What follows belongs to an exercise in optimizing a design on an open flow for small area, a short achievable clock period and few clock cycles per item; a production flow would make more cautious choices. Only simulation tests tie the RTL to the original design; equivalence was not proved. No activity file was given, so power comes from the tool's default toggle rates.

==> design.v <==
module bitmask_code_decompressor (
	input  logic        clk,
	input  logic        arst_n,
	input  logic        code_valid,
	output logic        code_ready,
	input  logic [32:0] code_item,    
	output logic        insn_valid,
	input  logic        insn_ready,
	output logic [32:0] insn_item,    
	input  logic        cfg_we,
	input  logic [2:0]  cfg_index,
	input  logic [31:0] cfg_data
);
	localparam logic [2:0] F_REP = 3'd0, F_MASK = 3'd1, F_ONE = 3'd2, F_ADJ = 3'd3,
		F_TWO = 3'd4, F_DICT = 3'd5, F_LIT = 3'd6, F_END = 3'd7;
	logic [31:0] dict_q [8];
	always_ff @(posedge clk or negedge arst_n) begin
		if (!arst_n) begin
			for (int i = 0; i < 8; i++) dict_q[i] <= '0;
		end else if (cfg_we) begin
			dict_q[cfg_index] <= cfg_data;
		end
	end
	logic        ib_v_q;
	logic [31:0] ib_w_q;
	logic        ib_rs_q;
	logic [65:0] pool_q;      
	logic [6:0]  cnt_q;
	logic [4:0]  off_q;       
	logic        end_q;
	logic        pz_q;        
	logic        a_v_q;
	logic        a_dict_q;    
	logic        a_rep_q;     
	logic [31:0] a_val_q;     
	logic [2:0]  a_idx_q;
	logic [1:0]  a_n_q;       
	logic [1:0]  r_q;         
	logic        out_v_q;
	logic [31:0] out_d_q;
	logic        out_l_q;
	logic [2:0]  fmt;
	logic [5:0]  need;
	logic        have3, is_end, complete;
	assign fmt = pool_q[65:63];
	always_comb begin
		case (fmt)
			F_REP:   need = 6'd5;
			F_MASK:  need = 6'd15;
			F_ONE:   need = 6'd11;
			F_ADJ:   need = 6'd11;
			F_TWO:   need = 6'd16;
			F_DICT:  need = 6'd6;
			F_LIT:   need = 6'd35;
			default: need = 6'd3;
		endcase
	end
	assign have3    = cnt_q >= 7'd3;
	assign is_end   = have3 && (fmt == F_END);
	assign complete = have3 && (fmt != F_END) && (cnt_q >= {1'b0, need});
	logic [6:0] off_end;
	logic       a_last;
	assign off_end = {2'b0, off_q} + {1'b0, need};
	assign a_last  = !(complete && (off_q != 5'd0) && (off_end <= 7'd32));
	logic b_load, a_done, a_fire, a_pop, a_free, p_fire;
	logic ib_take, ib_merge, ib_rs_merge;
	assign b_load = !out_v_q || insn_ready;
	assign a_done = (r_q == a_n_q);
	assign a_fire = a_v_q && b_load;
	assign a_pop  = a_fire && a_done;
	assign a_free = !a_v_q || a_pop;
	assign p_fire = complete && a_free;
	assign ib_take     = ib_v_q && (ib_rs_q ? !complete : (end_q || (cnt_q <= 7'd34)));
	assign ib_rs_merge = ib_take && ib_rs_q;
	assign ib_merge    = ib_take && !ib_rs_q && !end_q;
	assign code_ready = !ib_v_q || ib_take;
	logic [3:0]  m4;
	logic [31:0] flip, rec_val;
	logic [2:0]  rec_idx;
	always_comb begin
		case (fmt)
			F_MASK:  m4 = pool_q[57:54];
			F_ONE:   m4 = 4'b1000;
			F_ADJ:   m4 = 4'b1100;
			F_TWO:   m4 = 4'b1000;
			default: m4 = 4'b0000;
		endcase
		flip = ({m4, 28'd0} >> pool_q[62:58])
			| ((fmt == F_TWO) ? (32'h8000_0000 >> pool_q[57:53]) : 32'd0);
		rec_val = (fmt == F_LIT) ? pool_q[62:31] : flip;
		case (fmt)
			F_MASK:  rec_idx = pool_q[53:51];
			F_TWO:   rec_idx = pool_q[52:50];
			F_DICT:  rec_idx = pool_q[62:60];
			default: rec_idx = pool_q[57:55];
		endcase
	end
	logic [65:0] merged, shifted;
	logic [6:0]  cnt_m;
	always_comb begin
		merged = pool_q;
		cnt_m  = cnt_q;
		if (ib_merge) begin
			merged = pool_q | ({ib_w_q, 34'd0} >> cnt_q);
			cnt_m  = cnt_q + 7'd32;
		end
		case (fmt)
			F_REP:   shifted = merged << 5;
			F_MASK:  shifted = merged << 15;
			F_ONE:   shifted = merged << 11;
			F_ADJ:   shifted = merged << 11;
			F_TWO:   shifted = merged << 16;
			F_DICT:  shifted = merged << 6;
			F_LIT:   shifted = merged << 35;
			default: shifted = merged << 3;
		endcase
	end
	always_ff @(posedge clk or negedge arst_n) begin
		if (!arst_n) begin
			ib_v_q  <= 1'b0;
			pool_q  <= '0;
			cnt_q   <= '0;
			off_q   <= '0;
			end_q   <= 1'b0;
			pz_q    <= 1'b1;
			a_v_q   <= 1'b0;
			r_q     <= '0;
			out_v_q <= 1'b0;
		end else begin
			if (code_valid && code_ready) begin
				ib_v_q <= 1'b1;
			end else if (ib_take) begin
				ib_v_q <= 1'b0;
			end
			if (ib_rs_merge) begin
				pool_q <= {ib_w_q, 34'd0};
				cnt_q  <= 7'd32;
				off_q  <= '0;
				end_q  <= 1'b0;
				pz_q   <= 1'b1;
			end else if (is_end) begin
				pool_q <= '0;
				cnt_q  <= '0;
				off_q  <= '0;
				end_q  <= 1'b1;
			end else if (p_fire) begin
				pool_q <= shifted;
				cnt_q  <= cnt_m - {1'b0, need};
				off_q  <= off_end[4:0];
				if (fmt != F_REP) pz_q <= 1'b0;
			end else begin
				pool_q <= merged;
				cnt_q  <= cnt_m;
			end
			if (p_fire) begin
				a_v_q <= 1'b1;
			end else if (a_pop) begin
				a_v_q <= 1'b0;
			end
			if (a_fire) begin
				r_q <= a_done ? 2'd0 : r_q + 2'd1;
			end
			if (b_load) begin
				out_v_q <= a_v_q;
			end
		end
	end
	always_ff @(posedge clk) begin
		if (code_valid && code_ready) begin
			ib_w_q  <= code_item[32:1];
			ib_rs_q <= code_item[0];
		end
		if (p_fire) begin
			a_dict_q <= (fmt != F_REP) && (fmt != F_LIT);
			a_rep_q  <= (fmt == F_REP) && !pz_q;
			a_val_q  <= rec_val;
			a_idx_q  <= rec_idx;
			a_n_q    <= (fmt == F_REP) ? pool_q[62:61] : 2'd0;
		end
		if (a_fire) begin
			if (!a_rep_q) begin
				out_d_q <= (a_dict_q ? dict_q[a_idx_q] : 32'd0) ^ a_val_q;
			end
			out_l_q <= a_last && a_done;
		end
	end
	assign insn_valid = out_v_q;
	assign insn_item  = {out_d_q, out_l_q};
endmodule
==> run.sh <==
#!/bin/bash
# synth_recipe.tcl (not shown) runs the flow's synth.tcl, then flattens the netlist and writes it again
# the make line also repeats each setting of config.mk as NAME=value (left out here)
make -C /OpenROAD-flow-scripts/flow DESIGN_CONFIG=/design/flow/config.mk WORK_HOME=/design/flow/orfs CLKGATE_MAP_FILE= SYNTH_SCRIPT=/design/flow/synth_recipe.tcl finish
==> config.mk <==
export PLATFORM = sky130hd
export DESIGN_NAME = bitmask_code_decompressor
export DESIGN_NICKNAME = bitmask_code_decompressor
export VERILOG_FILES = /design/flow/design.v
export SDC_FILE = /design/flow/constraint.sdc
export NUM_CORES = 4
export LEC_CHECK = 0
export CAP_MARGIN = 20
export CORE_MARGIN = 2
export CORE_UTILIZATION = 40
export SLEW_MARGIN = 20
==> constraint.sdc <==
create_clock -name core_clock -period 8.0 [get_ports {clk}]
set_input_delay 1.6000 -clock core_clock [delete_from_list [all_inputs] [get_ports {clk}]]
set_output_delay 1.6000 -clock core_clock [all_outputs]
set_load 0.01 [all_outputs]
==> results.tsv <==
metric	value	unit
status	timing/DRC/antenna clean	
crit_type	reg -> out	
ys.flop_type	dfrtp_1	
setup_viol	0	
avgSynthCellArea	10.6	um^2
first_pass_iters	7	
seq_power_share	0.289	
rsz0062_at_grt	no	
syn-num-nets	2531	
vias_per_cell	6.57	
route.detailed.drc	0	
nNetsFinal	2571	
pwr-share-comb	0.511	
busiest_layer	met2	
critPathRequiredTime	6.40	ns
fmax	0.171	GHz
vias	22200	
holdPathStages	1	
cap_violations	0	
crit_chain	inv_1, buf_4, nand2_1, nand2_1, ha_1, a21o_1, a31oi_1, o21ai_0, and3_1, a22oi_1, nor2b_1, inv_1, clkdlybuf4s50_1	
swShare	0.468	
grt-ovfl-total	0	
cp_max_fo	29	
use_met3	0.0583	
num_io_pins	108	
p_leak	11.6	nW
hold_class	reg -> reg	
reg2reg_depth	16	
drtIter0Drc	2444	
antenna_found_initial	7	
die_area	66600	um^2
num_rows	93	
portBuffers	107	
slew_headroom	0.170	
end_kind	primary output	
yosysSeqAreaShare	0.453	
critPathArrivalTime	4.24	ns
cts.sink_count	446	
area_growth	14.9	%
crit_buf_inv	4	
yosysTopAreaCellShare	0.330	
mappedNetlistArea	25800	um^2
cp_num_cells	13	
synth_top_area_cell	dfrtp_1	
cts_buffers	51	
power_switching	6.12	mW
coreArea	64100	um^2
r2r_end	pool_q[63]$_DFFE_PN0P_	
r2r_setup_slack	3.13	ns
p_per_area	441	nW/um^2
die_h	258	um
critical_path.top_delay_family	simple AND/OR/NAND/NOR gates	
ys_warn_count	2	
grt_pass1_vias	22200	
r2r-start	pool_q[63]$_DFFE_PN0P_	
slowest_delay	0.57	ns
period_needed	5.84	ns
ctsHoldBuffers	0	
yosysMostFrequentCell	dfrtp_1	
fin_crit_sh	0.730	
max-vdd-ir-drop	0.000288	V
tns	0	ns
path_clk_slew	0.07	ns
met2_usage	0.485	
met1_usage	0.390	
hold_start	dict_q[6][22]$_DFFE_PN0P_	
p_int	6.95	mW
n_fill_cell	5945	
async_flop_share	0.765	
post_cts_buffers	0	
cts_tree	built	
slew_viol_final	0	
avgRoutedWirePerCell	31.0	um
hpwl	71300	um
start_util	0.403	
grt_first_pass_wirelength	152000	um
synth_common_cells	340 x dfrtp_1, 294 x mux2_2, 181 x nand2_1, 181 x nor2_1, 155 x a21oi_1	
track_usage	0.308	
gp_congestion	1.02	
grt_max_degree	177	
synthTopCellsByArea	dfrtp_1 33%, mux2_2 13%, edfxtp_1 12%	
clk_latency	0.64	ns
cp_slowest_cell	dfrtp_2	
synthCells	2442	
skew	0.0356	ns
antenna_left	0	
power	13.1	mW
routed_wl	105000	um
worstMarginPinSlew	1.25	ns
h-tree-depth	2	
ctsResizeCount	0	
hold_viol	0	
post_synth_num_cell_types	88	
cts_root_buffer	clkbuf_16	
ys_ff_latch	446	
power_frac_clock	0.201	
drive_gt1_frac	0.214	
worst_hold_path.endpoint	dict_q[6][22]$_DFFE_PN0P_	
clockBufferDepth	3	
synth_edf_count	105	
startpoint_type	register	
die_w	258	um
[stage by stage]
| step | worst slack, ns | area, um^2 | hold slack, ns | util | instances |
|---|---|---|---|---|---|
| floorplan | 3.06 | 25800 | 0.450 | - | 2442 |
| global placement | 2.93 | 27800 | 0.481 | 0.433 | 3283 |
| detailed placement | 2.90 | 27800 | 0.488 | 0.433 | 3284 |
| CTS | 2.21 | 29600 | 0.502 | 0.462 | 3380 |
| global route | 2.03 | 29700 | 0.510 | 0.462 | 3381 |
| finish | 2.16 | 29700 | 0.498 | 0.463 | 3385 |
[cells by family after synthesis]
| kind of cell | Yosys count | synth area share |
|---|---|---|
| xor gates and xnor gates | 43 | 0.0146 |
| AOI/OAI and AO/OA | 759 | 0.202 |
| muxes | 415 | 0.193 |
| and+or+nand+nor | 526 | 0.0908 |
| DFF | 446 | 0.453 |
| adders and majority gates | 16 | 0.00834 |
| buffers and inverters | 237 | 0.0380 |
[per-layer routing]
metal | up-vias | part of all wire
met5 | - | 0
met4 | 0 | 0.070
met3 | 380 | 0.080
met2 | 1250 | 0.46
met1 | 11200 | 0.39
li1 | 9393 | -
[layout by cell type (no fill, tap or decap), types with 10 or more instances in the layout]
cell type	instances
a21o_1	20
o221ai_1	48
nor3_1	30
a21oi_1	155
dfrtp_1	336
o22ai_1	60
nor2_1	174
a221oi_1	26
nand3_1	29
bufinv_16	10
a22o_1	37
and2_1	10
a211oi_1	37
mux2_2	294
xor2_1	25
nor2b_1	17
inv_1	38
clkbuf_16	52
ha_1	14
clkdlybuf4s50_1	106
mux4_2	31
xnor2_1	18
o2bb2ai_1	16
a221o_1	14
o21ai_0	150
edfxtp_1	105
nand2_1	181
o211ai_1	29
a22oi_1	38
and3_1	16
nand2b_1	18
a31oi_1	14
mux2i_1	85
buf_4	70
[flip-flops by register name, summed over array words and instances (netlist names), 2 cells and up]
| name | count |
|---|---|
| off_q | 5 |
| cnt_q | 7 |
| pool_q | 66 |
| out_d_q | 32 |
| a_idx_q | 3 |
| r_q | 2 |
| dict_q | 256 |
| a_n_q | 2 |
| a_val_q | 32 |
| ib_w_q | 32 |
[layout make-up]
cell class / count / area [um^2] / area share
diodes: 5 / 12.5 / 0.000422
clock buffers: 68 / 1430 / 0.0483
clock inverters: 28 / 448 / 0.0151
inverters: 45 / 169 / 0.00569
multi-input cells: 1759 / 13200 / 0.445
flip-flops and latches: 446 / 11700 / 0.394
well taps: 855 / 1070 / 0.0361
repair buffers: 179 / 1630 / 0.0548
[worst max-delay path by stage]
stage | start | end | slack [ns]
2_1_floorplan | pool_q[63]$_DFFE_PN0P_ | pool_q[29]$_DFF_PN0_ | 3.06
3_3_place_gp | pool_q[63]$_DFFE_PN0P_ | code_ready | 2.93
3_5_place_dp | pool_q[63]$_DFFE_PN0P_ | code_ready | 2.90
4_1_cts | pool_q[63]$_DFFE_PN0P_ | code_ready | 2.21
5_1_grt | pool_q[63]$_DFFE_PN0P_ | code_ready | 2.03
6_report | pool_q[63]$_DFFE_PN0P_ | code_ready | 2.16
[power groups by stage]
stage	Clock [mW]	Sequential (mW)	Combinational, mW
after floorplan	0	3.42	4.16
after global placement	0	3.76	6.47
after detailed placement	0	3.78	6.44
after CTS	2.66	3.74	6.47
after global routing	2.75	3.82	6.97
final	2.62	3.77	6.68
Testbench counts, summed over its fixed seeds: cycles 16,314, items 14,667.

==> static timing again, ports no longer ideal <==
Ports are ideal in the flow. The routed layout listed here was re-timed in OpenROAD. Step 1 sets driving cells, clkbuf_16 on the clock port and buf_2 on the other inputs (assumed; they add their load-dependent delay and slew). Step 2 times the ports against the registers' clock, not the clock port: input delays grow and output delays shrink by t, the midpoint of the rising clock arrivals with the driver on. a / b / c = no drivers / after step 1 / after step 2; a / b = the first two.
t (ns): 0.688
slack for setup (ns): 2.157 / 2.092 / 2.780
clock arrival spread, ns: 0.036 / 0.037
After both steps this run still meets setup and hold. The setup slack of this run moves by -0.065 ns with the drivers and by +0.623 ns with both steps.
